This is an optimization exercise on Yosys and OpenROAD, whose aim is small area, a short achievable clock period and few clock cycles per item, not a production implementation.
Only simulation tests tie the RTL to the original design; equivalence was not proved.
Power figures rest on the tool's default switching activity, not on a simulated workload.

## main
// cuckoo_hash_engine
module cuckoo_hash_engine
#(
    parameter int NUM_WAYS    = 3,
    parameter int TABLE_SIZE  = 50,
    parameter int KEY_WIDTH   = 27,
    parameter int VALUE_WIDTH = 32,
    parameter int MAX_KICKS   = 16
) (
    input  logic                                        clk,
    input  logic                                        rst,
    input  logic                                        req_valid,
    output logic                                        req_ready,
    input  logic [1:0]                                  req_op,
    input  logic [KEY_WIDTH-1:0]                        req_key,
    input  logic [VALUE_WIDTH-1:0]                      req_value,
    output logic                                        rsp_valid,
    output logic [1:0]                                  rsp_status,
    output logic [VALUE_WIDTH-1:0]                      rsp_value,
    output logic [KEY_WIDTH-1:0]                        rsp_key,
    output logic [$clog2(NUM_WAYS*TABLE_SIZE+1)-1:0]    occupancy,
    output logic                                        collision
);
export LEC_CHECK = 0
export CAP_MARGIN = 20
export CORE_MARGIN = 2
export CORE_UTILIZATION = 35
export PLACE_DENSITY = 0.5
export SLEW_MARGIN = 20
create_clock -name core_clock -period 30.0 [get_ports {clk}]
standard.sh (not shown) runs the stock make flow with config.mk's settings and CLKGATE_MAP_FILE= SYNTH_SCRIPT=/design/flow/synth_recipe.tcl, a recipe that flattens the netlist after the stock synthesis.
==> flow/flow/run.sh <==
#!/bin/bash
# Layout flow: the standard ORFS flow (standard.sh, unchanged synthesis and steps),
# with the timing repair asked to leave a setup margin, so that repair works on the
# paths that set the achieved period instead of stopping at the 30 ns clock.
set -uo pipefail
export SETUP_SLACK_MARGIN=22.5
bash standard.sh > flow_standard.log 2>&1
Testbench counts of main, summed over its fixed seeds: cycles 26,612, ops 24,000.
Here is what was changed in the inputs of the feature branch compared with main.
==> flow/run.sh (new file) <==
#!/bin/bash
# synth_recipe.tcl (not shown) runs the flow's synth.tcl, then flattens the netlist and writes it again
# the make line also repeats each setting of config.mk as NAME=value (left out here)
make -C /OpenROAD-flow-scripts/flow DESIGN_CONFIG=/design/flow/config.mk WORK_HOME=/design/flow/orfs CLKGATE_MAP_FILE= SYNTH_SCRIPT=/design/flow/synth_recipe.tcl finish
removed: flow/flow/run.sh
removed: flow/standard.sh
Results
- The number of vias after detailed routing reported for the feature branch is smaller than that of main by 1.6%.
- The feature branch against main: final cycle utilization of the critical path grew by 3.2 points; final cell count without fillers went down 183; leakage component of the power went down 1.1%; worst hold-check slack rose by 0.067 ns; die width now sits at about the same level.

========
Another version of the RTL of cuckoo_hash_engine (not shown whole).
For scale: roughly 8900 flip-flops, roughly 140 I/O pins, ~340000 sq um of cells after synthesis.
==> flow/config.mk <==
export PLATFORM = sky130hd
export DESIGN_NAME = cuckoo_hash_engine
export DESIGN_NICKNAME = cuckoo_hash_engine
export VERILOG_FILES = /design/flow/design.v
export SDC_FILE = /design/flow/constraint.sdc
export NUM_CORES = 8
export LEC_CHECK = 0
export CAP_MARGIN = 20
export CORE_MARGIN = 2
export CORE_UTILIZATION = 35
export PLACE_DENSITY = 0.5
export SLEW_MARGIN = 20
==> flow/constraint.sdc <==
create_clock -name core_clock -period 30.0 [get_ports {clk}]
set_input_delay 6.0000 -clock core_clock [delete_from_list [all_inputs] [get_ports {clk}]]
set_output_delay 6.0000 -clock core_clock [all_outputs]
set_load 0.01 [all_outputs]
==> flow/flow/run.sh <==
#!/bin/bash
# Layout flow: the standard ORFS flow (standard.sh: unchanged synthesis, floorplan,
# placement, routing), with two settings passed through the environment:
#  - the timing repair is asked to leave a setup margin, so that it works on the paths
#    that set the achieved period instead of stopping once the 30 ns clock is met;
#  - clock tree synthesis builds larger sink clusters and inserts no dummy loads, which
#    takes fewer clock buffers for the same balanced (zero-target-skew) tree.
# The make output goes to flow_standard.log here; each ORFS step keeps its own log
# under orfs/logs/.
set -uo pipefail
export SETUP_SLACK_MARGIN=22.4
export CTS_ARGS="-sink_clustering_enable -repair_clock_nets -dont_use_dummy_load -sink_clustering_size 24 -sink_clustering_max_diameter 100 -sink_buffer_max_cap_derate 0.05"
bash standard.sh > flow_standard.log 2>&1
Testbench counts at the start, summed over its fixed seeds: cycles 25,984, ops 24,000.
Rerun with:
Settings changed: CORE_UTILIZATION 35 to 45, PLACE_DENSITY 0.5 to 0.58.
Die area falls by 22%.
Setup slack got worse by 0.092 ns.
Power shrinks by about 0.8%.
Register-to-register slack is worse by 0.07 ns.
Sequential share of layout area goes up by 0.74 points.
Final area decreases by about 1%.
Combinational power fell by about 2%.
Routed wire length drops by about 5%.
Hold slack gets better by 0.0073 ns.
Via count is about the same.

========
cuckoo_hash_engine, a different RTL version from the one above (not shown whole).
Size in the first run: about 21,000 cells after synthesis, ~8,900 flip-flops, about 340,000 sq um of cells after synthesis.
==> flow/config.mk <==
export PLATFORM = sky130hd
export DESIGN_NAME = cuckoo_hash_engine
export DESIGN_NICKNAME = cuckoo_hash_engine
export VERILOG_FILES = /design/flow/design.v
export SDC_FILE = /design/flow/constraint.sdc
export NUM_CORES = 8
export LEC_CHECK = 0
export CAP_MARGIN = 20
export CORE_MARGIN = 2
export CORE_UTILIZATION = 55
export PLACE_DENSITY = 0.66
export SLEW_MARGIN = 20
==> flow/constraint.sdc <==
create_clock -name core_clock -period 30.0 [get_ports {clk}]
set_input_delay 6.0000 -clock core_clock [delete_from_list [all_inputs] [get_ports {clk}]]
set_output_delay 6.0000 -clock core_clock [all_outputs]
set_load 0.01 [all_outputs]
Scripts as last shown in full above: flow/flow/run.sh
Testbench counts at the start, summed over its fixed seeds: cycles 25,992, ops 24,000.
==> next run, changes <==
--- a/flow/config.mk
+++ b/flow/config.mk
@@ -9,4 +9,4 @@
 export CORE_MARGIN = 2
-export CORE_UTILIZATION = 55
-export PLACE_DENSITY = 0.66
+export CORE_UTILIZATION = 45
+export PLACE_DENSITY = 0.58
 export SLEW_MARGIN = 20
The new run completed without violations.
Via count went up by 0.59%.
Count of clock-buffer cells in the layout is higher by 1.
Final cell count grows by 6.3%.
Clock power is higher by about 1%.
Total power increases by 0.68%.
Cell area goes up by 0.81%.
Combinational power is about the same.
Area after synthesis is unchanged.

========
Another version of the RTL of cuckoo_hash_engine (not shown whole).
For scale: about 21000 cells after synthesis, ~140 I/O pins, ~340000 sq um of cells after synthesis.
export LEC_CHECK = 0
export CAP_MARGIN = 20
export CORE_MARGIN = 2
export CORE_UTILIZATION = 45
export PLACE_DENSITY = 0.58
export SLEW_MARGIN = 20
create_clock -name core_clock -period 30.0 [get_ports {clk}]
==> flow/flow/run.sh <==
#!/bin/bash
# Layout flow: the standard ORFS flow (standard.sh: unchanged synthesis, floorplan,
# placement, routing), with two settings passed through the environment:
#  - the timing repair is asked to leave a setup margin, so that it works on the paths
#    that set the achieved period instead of stopping once the 30 ns clock is met;
#  - clock tree synthesis builds larger sink clusters and inserts no dummy loads, which
#    takes fewer clock buffers for the same balanced (zero-target-skew) tree.
# The make output goes to flow_standard.log here; each ORFS step keeps its own log
# under orfs/logs/.
set -uo pipefail
export SETUP_SLACK_MARGIN=22.4
export CTS_ARGS="-sink_clustering_enable -repair_clock_nets -dont_use_dummy_load -sink_clustering_size 28 -sink_clustering_max_diameter 100 -sink_buffer_max_cap_derate 0.05"
bash standard.sh > flow_standard.log 2>&1
Testbench counts at the start, summed over its fixed seeds: cycles 25,992, ops 24,000.
Then changed:
--- a/flow/flow/run.sh
+++ b/flow/flow/run.sh
@@ -11 +11 @@
-export SETUP_SLACK_MARGIN=22.4
+export SETUP_SLACK_MARGIN=22.55
What happened: Critical path depth goes up by 1. Setup slack improves by 0.12 ns. Non-clock buffer count rose by 20. Fmax rose by 1.5%. Hold slack hardly moves. Area after synthesis does not change. Die area stays the same. Via count barely changes.

## static timing again, ports no longer ideal
In the flow no input, the clock included, has a driving cell. The finished layouts below were timed again as built, in two steps. Step 1 sets driving cells, clkbuf_16 on the clock port and buf_2 on the other inputs (assumed; they add their load-dependent delay and slew). Step 2 adds t to the input delays and takes it off the output delays; t is the mean of the earliest and latest rising clock arrival at the registers after step 1. Input paths then give back, and output paths get back, about the clock's delay inside the block. Slacks: ideal / step 1 / step 2; pairs: ideal / step 1.
run | t (ns) | setup WS [ns] | worst hold slack (ns)
main | 1.294 | 22.085 / 21.970 / 21.431 | 0.335 / 0.335 / 0.335
the feature branch | 1.345 | 21.131 / 21.131 / 21.131 | 0.402 / 0.402 / 0.402
the first run of note 2 | 1.222 | 22.226 / 22.065 / 22.284 | 0.396 / 0.396 / 0.396
the second run of note 2 | 1.231 | 22.134 / 21.993 / 21.976 | 0.403 / 0.403 / 0.403
the first run of note 3 | 1.244 | 22.338 / 22.237 / 21.816 | 0.333 / 0.333 / 0.333
the second run of note 3 | 1.252 | 22.375 / 22.229 / 22.008 | 0.338 / 0.338 / 0.338
the first run of note 4 | 1.206 | 22.219 / 22.219 / 21.384 | 0.338 / 0.338 / 0.338
the second run of note 4 | 1.227 | 22.335 / 22.227 / 21.383 | 0.338 / 0.338 / 0.338
After both steps every run listed still meets setup and hold. For the second run of note 4, which loses most, drivers alone change the setup slack by -0.108 ns; drivers and shift together by -0.952 ns.
